This is an optimization exercise on Yosys and OpenROAD, whose aim is small area, a short achievable clock period and few clock cycles, not a production implementation.
In this exercise RTL edits were held to simulation tests only and were not proved equivalent to the original.
Power figures rest on the tool's default switching activity, not on a simulated workload.

build 16:
## qm_top
module qm_top (
    input  logic        clk,
    input  logic        rst_n,
    input  logic        psel,
    input  logic        penable,
    input  logic        pwrite,
    input  logic [11:0] paddr,
    input  logic [31:0] pwdata,
    output logic [31:0] prdata,
    output logic        pready,
    output logic        pslverr
);
Size in the first run: about 3100 cells after synthesis, ~83 I/O pins, about 0.026 mm2 of cells after synthesis.
Settings: LEC_CHECK=0, CAP_MARGIN=30, CORE_MARGIN=2, CORE_UTILIZATION=40, SLEW_MARGIN=20; clock period 12.0 ns.
standard.sh (not shown) runs the stock make flow with config.mk's settings and CLKGATE_MAP_FILE= SYNTH_SCRIPT=/design/flow/synth_recipe.tcl, a recipe that flattens the netlist after the stock synthesis.
==> flow/flow/run.sh <==
#!/bin/bash
# Standard ORFS flow, with timing repair aiming past the clock target and
# plain buffers on the ports.
set -euo pipefail
bash standard.sh SETUP_SLACK_MARGIN=7 'BUFFER_PORTS_ARGS=-buffer_cell sky130_fd_sc_hd__buf_2' finish > standard.log 2>&1
Build 16 closes out successfully: all stages finished, all timing, DRC and antenna checks passed.
Testbench counts of build 16, summed over its fixed seeds: cycles 7,828.
Input-level comparison between build 60 and build 16:
==> flow/flow/run.sh <==
#!/bin/bash
# Standard ORFS flow, with timing repair aiming past the clock target and
# plain buffers on the ports.
set -euo pipefail
bash standard.sh SETUP_SLACK_MARGIN=8 'BUFFER_PORTS_ARGS=-buffer_cell sky130_fd_sc_hd__buf_2' finish > standard.log 2>&1
-- flow/config.mk --
<<< build 16, line 7
export LEC_CHECK = 0
export CAP_MARGIN = 30
>>> build 60, line 7
export LEC_CHECK = 0
export ABC_AREA = 1
export CAP_MARGIN = 30
## What came out
Build 60 against build 16: non-clock buffer count went up, count of endpoints failing setup in the final report did not really move, horizontal die dimension went up, minimum clock period after layout went down.
For build 22, these inputs were changed with respect to build 60:
-- flow/config.mk --
<<< build 60, line 7
export LEC_CHECK = 0
export ABC_AREA = 1
export CAP_MARGIN = 30
>>> build 22, line 7
export LEC_CHECK = 0
export CAP_MARGIN = 30
Notes after the runs:
- Standard-cell row count: higher on build 60
- Build 22 has met1 track demand over resource in global routing above what build 60 had.
- Compare build 60 and build 22 | power density of the placed cells lower: build 60
- As of build 22, cell area had fallen by a few percent compared to build 60.
- From build 60 to build 22 the numbers moved as follows: number of ordinary and repair buffers in the finished layout fell by 12; cell count fell by about 13%; chip height fell by 1.1 um; internal power component rose by about 14%; global routing usage on met2 fell by 0.46 points.
- All-layer global routing usage delta for build 22 relative to build 60: 2.0 points higher


== alpha ==
qm_top, a different RTL version from the one above (not shown whole).
Size in the first run: ~530 flip-flops, ~83 I/O pins, about 26,000 sq um of cells after synthesis.
// qm_top
module qm_top (
    input  logic        clk,
    input  logic        rst_n,
    input  logic        psel,
    input  logic        penable,
    input  logic        pwrite,
    input  logic [11:0] paddr,
    input  logic [31:0] pwdata,
    output logic [31:0] prdata,
    output logic        pready,
    output logic        pslverr
);
clock: 12.0 ns
lec_check: 0
abc_area: 1
cap_margin: 30
core_margin: 2
core_utilization: 40
slew_margin: 20
==> flow/flow/run.sh <==
#!/bin/bash
# Standard ORFS flow, with timing repair aiming past the clock target and
# plain buffers on the ports.
set -euo pipefail
bash standard.sh SETUP_SLACK_MARGIN=8.5 'BUFFER_PORTS_ARGS=-buffer_cell sky130_fd_sc_hd__buf_2' finish > standard.log 2>&1
Testbench counts of alpha, summed over its fixed seeds: cycles 7,828.
Changes in beta relative to alpha:
==> flow/flow/run.sh <==
#!/bin/bash
# Standard ORFS flow, with timing repair aiming past the clock target and
# plain buffers on the ports.
set -euo pipefail
export CTS_ARGS='-sink_clustering_enable -repair_clock_nets -dont_use_dummy_load'
bash standard.sh SETUP_SLACK_MARGIN=8 'BUFFER_PORTS_ARGS=-buffer_cell sky130_fd_sc_hd__buf_2' finish > standard.log 2>&1
--- outcome ---
Compared with alpha, beta has less setup slack. Between alpha and beta, mean routed wirelength per cell decreased. beta vs. alpha: via count of the first global-routing pass decreased 4.2%; remaining max-slew budget at the tightest pin down 2.3 points.


Starting RTL as in the previous note.
Design qm_top, start of the top module:
module qm_top (
    input  logic        clk,
    input  logic        rst_n,
    input  logic        psel,
    input  logic        penable,
    input  logic        pwrite,
    input  logic [11:0] paddr,
    input  logic [31:0] pwdata,
    output logic [31:0] prdata,
    output logic        pready,
    output logic        pslverr
);
clock: 12.0 ns
lec_check: 0
abc_area: 1
cap_margin: 30
core_margin: 2
core_utilization: 40
slew_margin: 20
==> flow/flow/run.sh <==
#!/bin/bash
# Standard ORFS flow, with timing repair aiming past the clock target and
# plain buffers on the ports.
set -euo pipefail
bash standard.sh SETUP_SLACK_MARGIN=8 'BUFFER_PORTS_ARGS=-buffer_cell sky130_fd_sc_hd__buf_2' CTS_CLUSTER_SIZE=24 finish > standard.log 2>&1
The starting point finished with timing, DRC and antenna clean.
Testbench counts at the start, summed over its fixed seeds: cycles 7,828.
Rerun with:
==> flow/flow/run.sh (replaced) <==
#!/bin/bash
# Standard ORFS flow, with timing repair aiming past the clock target and
# plain buffers on the ports.
set -euo pipefail
export PLACE_DENSITY=0.7
bash standard.sh SETUP_SLACK_MARGIN=8 'BUFFER_PORTS_ARGS=-buffer_cell sky130_fd_sc_hd__buf_2' finish > standard.log 2>&1
The changed run finished clean.
Setup slack loses 55 ps.
Hold slack is better by 37 ps.
Cell count barely changes.
Power drops by 1.6%.
Via count came out higher by 1.3%.
Critical path depth came out higher by 9.
Register-to-register slack is better by 40 ps.
Design area is lower by 0.44%.
Sequential power is about the same.
Rerun with:
--- a/flow/flow/run.sh
+++ b/flow/flow/run.sh
@@ -5 +4,0 @@
-export PLACE_DENSITY=0.7
Settings changed: ABC_AREA 1 to not set.
Worst setup slack gets better by 8.3 ps.
Wire length went up by about a fifth.
Sequential power went up by about a fifth.
Flip-flop and latch count stays the same.
Global-route usage is higher by 6.6 points.
Via count decreases slightly.
Register-to-register slack loses 190 ps.
Cell area went up slightly.
Final cell count is lower by roughly a tenth.
Power went up by a quarter to a third.
Clock-buffer cell count fell by 4.
Rerun with:
==> flow/flow/run.sh (replaced) <==
#!/bin/bash
# Standard ORFS flow, with timing repair aiming past the clock target and
# plain buffers on the ports.
set -euo pipefail
bash standard.sh SETUP_SLACK_MARGIN=7.5 'BUFFER_PORTS_ARGS=-buffer_cell sky130_fd_sc_hd__buf_2' finish > standard.log 2>&1
Settings changed: ABC_AREA set to 1.
Setup slack gets worse by 250 ps.
Critical path depth decreases by 11.
Design area decreases by 4.5%.
Wire length decreases by about 17%.
Non-clock buffer count decreases by 89.
Rerun with:
==> flow/flow/run.sh (replaced) <==
#!/bin/bash
# Standard ORFS flow, with timing repair aiming past the clock target and
# plain buffers on the ports.
set -euo pipefail
bash standard.sh SETUP_SLACK_MARGIN=8 'BUFFER_PORTS_ARGS=-buffer_cell sky130_fd_sc_hd__buf_2' finish > standard.log 2>&1
Settings changed: CAP_MARGIN 30 to 15, SLEW_MARGIN 20 to 15.
The new run went through all stages and came out clean.
Combinational power is higher by roughly a tenth.
Wire length barely changes.
Cell count is higher slightly.
Via count is higher by a few percent.
Cell area is higher by a few percent.
Worst hold slack is worse by 5.1 ps.
First-iteration DRC count is lower by a few percent.
Synthesized cell count stays the same.
Critical path depth does not change.


Setup of run 1:
qm_top, a different RTL version from the one above (not shown whole).
Size in the first run: ~3,700 cells after synthesis.
export LEC_CHECK = 0
export ABC_AREA = 1
export CAP_MARGIN = 30
export CORE_MARGIN = 2
export CORE_UTILIZATION = 45
export SLEW_MARGIN = 20
create_clock -name core_clock -period 12.0 [get_ports {clk}]
==> flow/flow/run.sh <==
#!/bin/bash
# Standard ORFS flow, with timing repair aiming past the clock target and
# plain buffers on the ports.
set -euo pipefail
bash standard.sh SETUP_SLACK_MARGIN=8 'BUFFER_PORTS_ARGS=-buffer_cell sky130_fd_sc_hd__buf_2' finish > standard.log 2>&1
Run 1: flow completed, timing, DRC and antenna clean
Testbench counts of run 1, summed over its fixed seeds: cycles 7,828.
--- input diff run 1..run 2 ---
# run 1
export LEC_CHECK = 0
export ABC_AREA = 1
export CAP_MARGIN = 30
export CORE_MARGIN = 2
export CORE_UTILIZATION = 45
export SLEW_MARGIN = 20
create_clock -name core_clock -period 12.0 [get_ports {clk}]
# run 2
export LEC_CHECK = 0
export ABC_AREA = 1
export CAP_MARGIN = 30
export CORE_MARGIN = 2
export CORE_UTILIZATION = 40
export SLEW_MARGIN = 20
create_clock -name core_clock -period 12.0 [get_ports {clk}]
--- a/flow/flow/run.sh
+++ b/flow/flow/run.sh
@@ -3,3 +3,4 @@
 # plain buffers on the ports.
 set -euo pipefail
+export CTS_ARGS='-sink_clustering_enable -repair_clock_nets -dont_use_dummy_load'
 bash standard.sh SETUP_SLACK_MARGIN=8 'BUFFER_PORTS_ARGS=-buffer_cell sky130_fd_sc_hd__buf_2' finish > standard.log 2>&1
### Flow results
Delta (run 2 minus run 1): delay of the slowest critical-path stage went up, worst hold slack went down. Of the two candidates, run 1 has the better die area and run 2 the worse one.
Inputs modified between run 2 and run 3:
==> flow/flow/run.sh <==
#!/bin/bash
# Standard ORFS flow, with timing repair aiming past the clock target and
# plain buffers on the ports.
set -euo pipefail
bash standard.sh SETUP_SLACK_MARGIN=8 'BUFFER_PORTS_ARGS=-buffer_cell sky130_fd_sc_hd__buf_2' finish > standard.log 2>&1
### Flow results
- In terms of overall global routing resource usage, run 2 and run 3 differ only marginally.
- Looking at synthesis-to-layout area growth, run 3 sits 1.6 points above run 2.
- | required arrival time at the worst endpoint | lower: run 3 |
- Fraction of power consumed by combinational cells ends up higher on run 2.
- Between run 2 and run 3, the final net count does not differ in any meaningful way.
- Slowest cell on the critical path = edfxtp_1: run 2; slowest cell on the critical path = dfxtp_4: run 3
- Delta (run 3 minus run 2): upper clock frequency limit roughly the same, iteration-0 DRC count of the detailed router has increased, power consumption higher, clock power higher.
- Diff run 3..run 2 | number of enable-type register cells in the synthesized netlist | negligible
For run 4, these inputs were changed with respect to run 3:
# run 3
export LEC_CHECK = 0
export ABC_AREA = 1
export CAP_MARGIN = 30
export CORE_MARGIN = 2
export CORE_UTILIZATION = 40
export SLEW_MARGIN = 20
create_clock -name core_clock -period 12.0 [get_ports {clk}]
# run 4
export LEC_CHECK = 0
export ABC_AREA = 1
export CAP_MARGIN = 30
export CORE_MARGIN = 2
export CORE_UTILIZATION = 45
export SLEW_MARGIN = 20
create_clock -name core_clock -period 12.0 [get_ports {clk}]
--- a/flow/flow/run.sh
+++ b/flow/flow/run.sh
@@ -3,3 +3,4 @@
 # plain buffers on the ports.
 set -euo pipefail
+export CTS_ARGS='-sink_clustering_enable -repair_clock_nets -dont_use_dummy_load'
 bash standard.sh SETUP_SLACK_MARGIN=8 'BUFFER_PORTS_ARGS=-buffer_cell sky130_fd_sc_hd__buf_2' finish > standard.log 2>&1
[summary]
Run 3 went all the way through synthesis, placement and routing and the layout is clean on timing, DRC and antenna.
Run 4: no failed stages, no open violations at the end
The final reports for run 4 and run 3 show fraction of standard cell area in multi-input logic higher in the former.
Delta (run 4 minus run 3): global-route usage rose by 4.2 points; number of instances resized during post-cts repair fell by 2; growth of design area from synthesis to finish fell by 1.5 points; overflow left after global routing stayed essentially flat; worst setup slack rose by 32 ps.
From run 3 to run 4 the numbers moved as follows: core utilization up 5.4 points, wire length up about 2.2%, total power density per cell area down 4.9%, clock network power share down 4.7 points.
Modified inputs, run 5 compared to run 4
--- a/flow/flow/run.sh
+++ b/flow/flow/run.sh
@@ -1,5 +1,5 @@
 #!/bin/bash
 # Standard ORFS flow, with timing repair aiming past the clock target and
-# plain buffers on the ports.
+# plain buffers on the ports, and a clock tree without dummy loads.
 set -euo pipefail
 export CTS_ARGS='-sink_clustering_enable -repair_clock_nets -dont_use_dummy_load'
--- outcome ---
- Run 5 ran to completion and came out clean on the timing, design-rule and antenna checks.
- Comparing run 4 against run 5, there is no change at all in antenna diode count.
- Run 4 -> run 5: final worst-path cycle share delta 0, exact match
- Re total nets after synthesis: no difference whatsoever between run 4 and run 5.
- The relative contribution of the clock network to total power on run 4 is in line with that on run 5.
- Compared with run 4, in run 5 setup-violating endpoint count in the final report saw little to no change; worst setup slack saw little to no change; horizontal extent of the die saw little to no change; area of all placed cells without fillers saw little to no change.

static timing again, ports no longer ideal:
Ports are ideal in the flow. The routed layouts listed here were re-timed in OpenROAD. Step 1 sets driving cells, clkbuf_16 on the clock port and buf_2 on the other inputs (assumed; they add their load-dependent delay and slew). Step 2 times the ports against the registers' clock, not the clock port: input delays grow and output delays shrink by t, the midpoint of the rising clock arrivals with the driver on. a / b / c = ideal / step 1 / step 2; a / b = the first two.
| run | t, ns | setup slack, ns | worst register clock-pin slew, ns |
|---|---|---|---|
| build 16 | 0.697 | 6.877 / 6.877 / 6.877 | 0.08 / 0.08 |
| build 60 | 0.682 | 7.806 / 7.806 / 7.370 | 0.07 / 0.07 |
| build 22 | 0.676 | 7.765 / 7.765 / 7.400 | 0.07 / 0.07 |
| alpha | 0.698 | 8.001 / 7.939 / 7.443 | 0.07 / 0.07 |
| beta | 0.657 | 7.971 / 7.967 / 7.360 | 0.07 / 0.07 |
| the first run of note 3 | 0.682 | 7.998 / 7.934 / 7.449 | 0.08 / 0.08 |
| the second run of note 3 | 0.680 | 7.943 / 7.930 / 7.293 | 0.07 / 0.07 |
| the third run of note 3 | 0.694 | 7.952 / 7.902 / 7.403 | 0.08 / 0.08 |
| the fourth run of note 3 | 0.691 | 7.697 / 7.635 / 7.067 | 0.07 / 0.07 |
| the fifth run of note 3 | 0.689 | 7.995 / 7.935 / 7.425 | 0.07 / 0.07 |
| run 1 | 0.676 | 8.060 / 8.007 / 7.422 | 0.07 / 0.07 |
| run 2 | 0.670 | 8.025 / 7.982 / 7.471 | 0.06 / 0.06 |
| run 3 | 0.692 | 8.024 / 7.961 / 7.431 | 0.07 / 0.07 |
| run 4 | 0.644 | 8.056 / 7.995 / 7.504 | 0.07 / 0.07 |
| run 5 | 0.644 | 8.056 / 7.995 / 7.504 | 0.07 / 0.07 |
After both steps every run listed still meets setup and hold. The setup slack of the second run of note 3, which loses most, moves by -0.013 ns with the drivers and by -0.650 ns with both steps.
